Context: an optimization exercise on an open-source flow, tuned for small area and a short achievable clock period. The choices shown serve that exercise and are no tape-out recipe.
At most, simulation tests tie the RTL to the original design; equivalence was not proved.

== rev 12 ==
// cic_interpolator
module cic_interpolator (
  input  logic                clock,
  input  logic                reset_n,
  input  logic [5:0]          interpolation,
  input  logic                clear_underflow,
  output logic                underflow,
  input  logic                out_strobe,
  input  logic                in_valid,
  input  logic signed [17:0]  in_data,
  output logic                in_ready,
  output logic                out_valid,
  output logic signed [17:0]  out_data
);
For scale: roughly 2800 cells after synthesis, about 400 flip-flops, roughly 50 I/O pins, ~26000 µm² of cells after synthesis.
==> flow/config.mk <==
export PLATFORM = sky130hd
export DESIGN_NAME = cic_interpolator
export DESIGN_NICKNAME = cic_interpolator
export VERILOG_FILES = /design/flow/design.v
export SDC_FILE = /design/flow/constraint.sdc
export NUM_CORES = 4
export LEC_CHECK = 0
export CAP_MARGIN = 20
export CORE_MARGIN = 2
export CORE_UTILIZATION = 40
export PLACE_DENSITY = 0.6
export SETUP_SLACK_MARGIN = 3.2
export SLEW_MARGIN = 20
==> flow/constraint.sdc <==
create_clock -name core_clock -period 6.5 [get_ports {clock}]
set_input_delay 1.3000 -clock core_clock [delete_from_list [all_inputs] [get_ports {clock}]]
set_output_delay 1.3000 -clock core_clock [all_outputs]
set_load 0.01 [all_outputs]
standard.sh (not shown) runs the stock make flow with config.mk's settings and CLKGATE_MAP_FILE= SYNTH_SCRIPT=/design/flow/synth_recipe.tcl, a recipe that flattens the netlist after the stock synthesis.
==> flow/flow/run.sh <==
#!/bin/bash
# Standard ORFS layout (the standard.sh), with clock tree synthesis told
# not to add dummy loads. Make's full output goes to flow_make.log.
set -euo pipefail
bash standard.sh \
  "CTS_ARGS=-sink_clustering_enable -repair_clock_nets -dont_use_dummy_load" \
  finish > flow_make.log 2>&1
Setup changes, rev 12 to rev 13
-- flow/design.v --
<<< rev 12, line 3
  localparam int OUT_WIDTH = 18;
  localparam int ACC_WIDTH = 42;
  function automatic int clog2_int(input int v);
    integer i;
    clog2_int = 0;
    for (i = 0; i < 31; i = i + 1) begin
      if ((1 << i) < v) clog2_int = i + 1;
    end
  endfunction
endpackage
module cic_round (
>>> rev 13, line 3
  localparam int OUT_WIDTH = 18;
  localparam int ACC_WIDTH = 42;
endpackage
module cic_round (
<<< rev 12, line 37
  output logic [W-1:0] s
);
  localparam int L = cic_pkg::clog2_int(W);
  logic [W-1:0] g [0:2*L+1];
  logic [W-1:0] p [0:2*L+1];
>>> rev 13, line 30
  output logic [W-1:0] s
);
  localparam int L = $clog2(W);
  logic [W-1:0] g [0:2*L+1];
  logic [W-1:0] p [0:2*L+1];
<<< rev 12, line 126
  endgenerate
endmodule
module cic_acc #(
  parameter int W = 42
) (
  input  logic [W-1:0] a,
  input  logic [W-1:0] b,
  input  logic         en,
  output logic [W-1:0] d
);
  localparam int L = cic_pkg::clog2_int(W);
  logic [W-1:0] g [0:L];
  logic [W-1:0] p [0:L];
  logic [W-1:0] carry;
  assign g[0] = a & b;
  assign p[0] = a ^ b;
  for (genvar l = 0; l < L; l++) begin : lv
    for (genvar i = 0; i < W; i++) begin : bt
      if ((i >> l) & 1) begin : m
        localparam int J = ((i >> l) << l) - 1;
        assign g[l+1][i] = g[l][i] | (p[l][i] & g[l][J]);
        assign p[l+1][i] = p[l][i] & p[l][J];
      end else begin : k
        assign g[l+1][i] = g[l][i];
        assign p[l+1][i] = p[l][i];
      end
    end
  end
  assign carry = {g[L][W-2:0], 1'b0};
  assign d = a ^ ({W{en}} & (b ^ carry));
endmodule
module cic_interpolator (
  input  logic                clock,
>>> rev 13, line 119
  endgenerate
endmodule
module cic_interpolator (
  input  logic                clock,
<<< rev 12, line 191
  logic [20:0]         comb3_d;
  logic [21:0]         comb4_d;
  logic [AW-1:0]       integ2_d, integ3_d, integ4_d, integ5_d;
  logic [2:0]          slice_sel;
  logic [17:0]         slice;
>>> rev 13, line 155
  logic [20:0]         comb3_d;
  logic [21:0]         comb4_d;
  logic [AW-1:0]       sum2, sum3, sum4, sum5;
  logic [2:0]          slice_sel;
  logic [17:0]         slice;
<<< rev 12, line 213
  cic_add #(.W(22), .KIND(KIND)) u_comb4 (
    .a({comb3_q[20], comb3_q}), .b(~{comb_last3_q[20], comb_last3_q}), .ci(1'b1), .s(comb4_d));
  cic_acc #(.W(AW)) u_acc2 (
    .a(integ2_q), .b({{(AW-22){integ1_q[21]}}, integ1_q}), .en(out_strobe), .d(integ2_d));
  cic_acc #(.W(AW)) u_acc3 (.a(integ3_q), .b(integ2_q), .en(out_strobe), .d(integ3_d));
  cic_acc #(.W(AW)) u_acc4 (.a(integ4_q), .b(integ3_q), .en(out_strobe), .d(integ4_d));
  cic_acc #(.W(AW)) u_acc5 (.a(integ5_q), .b(integ4_q), .en(out_strobe), .d(integ5_d));
  always_comb begin
    if (interpolation < 6'd2 || interpolation > 6'd40) slice_sel = 3'd5;
>>> rev 13, line 177
  cic_add #(.W(22), .KIND(KIND)) u_comb4 (
    .a({comb3_q[20], comb3_q}), .b(~{comb_last3_q[20], comb_last3_q}), .ci(1'b1), .s(comb4_d));
  cic_add #(.W(AW), .KIND(KIND)) u_add2 (
    .a(integ2_q), .b({{(AW-22){integ1_q[21]}}, integ1_q}), .ci(1'b0), .s(sum2));
  cic_add #(.W(AW), .KIND(KIND)) u_add3 (.a(integ3_q), .b(integ2_q), .ci(1'b0), .s(sum3));
  cic_add #(.W(AW), .KIND(KIND)) u_add4 (.a(integ4_q), .b(integ3_q), .ci(1'b0), .s(sum4));
  cic_add #(.W(AW), .KIND(KIND)) u_add5 (.a(integ5_q), .b(integ4_q), .ci(1'b0), .s(sum5));
  always_comb begin
    if (interpolation < 6'd2 || interpolation > 6'd40) slice_sel = 3'd5;
<<< rev 12, line 257
        phase_q    <= wrap ? 6'd0 : phase_q + 6'd1;
        phase_nz_q <= !wrap;
      end
      integ2_q <= integ2_d;
      integ3_q <= integ3_d;
      integ4_q <= integ4_d;
      integ5_q <= integ5_d;
      if (load_tick) begin
        sample0_q    <= x;
>>> rev 13, line 221
        phase_q    <= wrap ? 6'd0 : phase_q + 6'd1;
        phase_nz_q <= !wrap;
        integ2_q   <= sum2;
        integ3_q   <= sum3;
        integ4_q   <= sum4;
        integ5_q   <= sum5;
      end
      if (load_tick) begin
        sample0_q    <= x;
Notes after the runs:
- Relative to rev 12, rev 13 degrades minimum setup slack in the final design.
- Global-route usage: rev 13 vs rev 12 — no meaningful difference
- Changes observed in rev 13 relative to rev 12: post-synthesis simple-gate area fraction decreased 1.5 points.
- Rev 13 vs rev 12, slowest stage cell on the critical path: sky130_fd_sc_hd__fa_1 vs sky130_fd_sc_hd__dfrtp_2
The RTL of rev 13 was laid out without a check of its function.

[re-timing with driven ports]
How much do the figures lean on ideal ports? The routed layouts below were timed once more, with nothing changed but the port constraints.
Step 1: set_driving_cell puts a clkbuf_16 on clock and a buf_2 on each other input, an assumption about the parent block.
Step 2 adds t to the input delays and takes it off the output delays; t is the mean of the earliest and latest rising clock arrival at the registers after step 1. Input paths then give back, and output paths get back, about the clock's delay inside the block.
a / b / c = ideal ports / drivers / drivers and shift; a / b = the first two.
run | t, ns | slack for setup (ns) | worst setup path at the end
rev 12 | 0.635 | 3.245 / 3.130 / 2.722 | input to register
rev 13 | 0.625 | 3.184 / 3.140 / 2.744 | input to register
After both steps every run listed still meets setup and hold. The setup slack of rev 12, which loses most, moves by -0.115 ns with the drivers and by -0.523 ns with both steps.
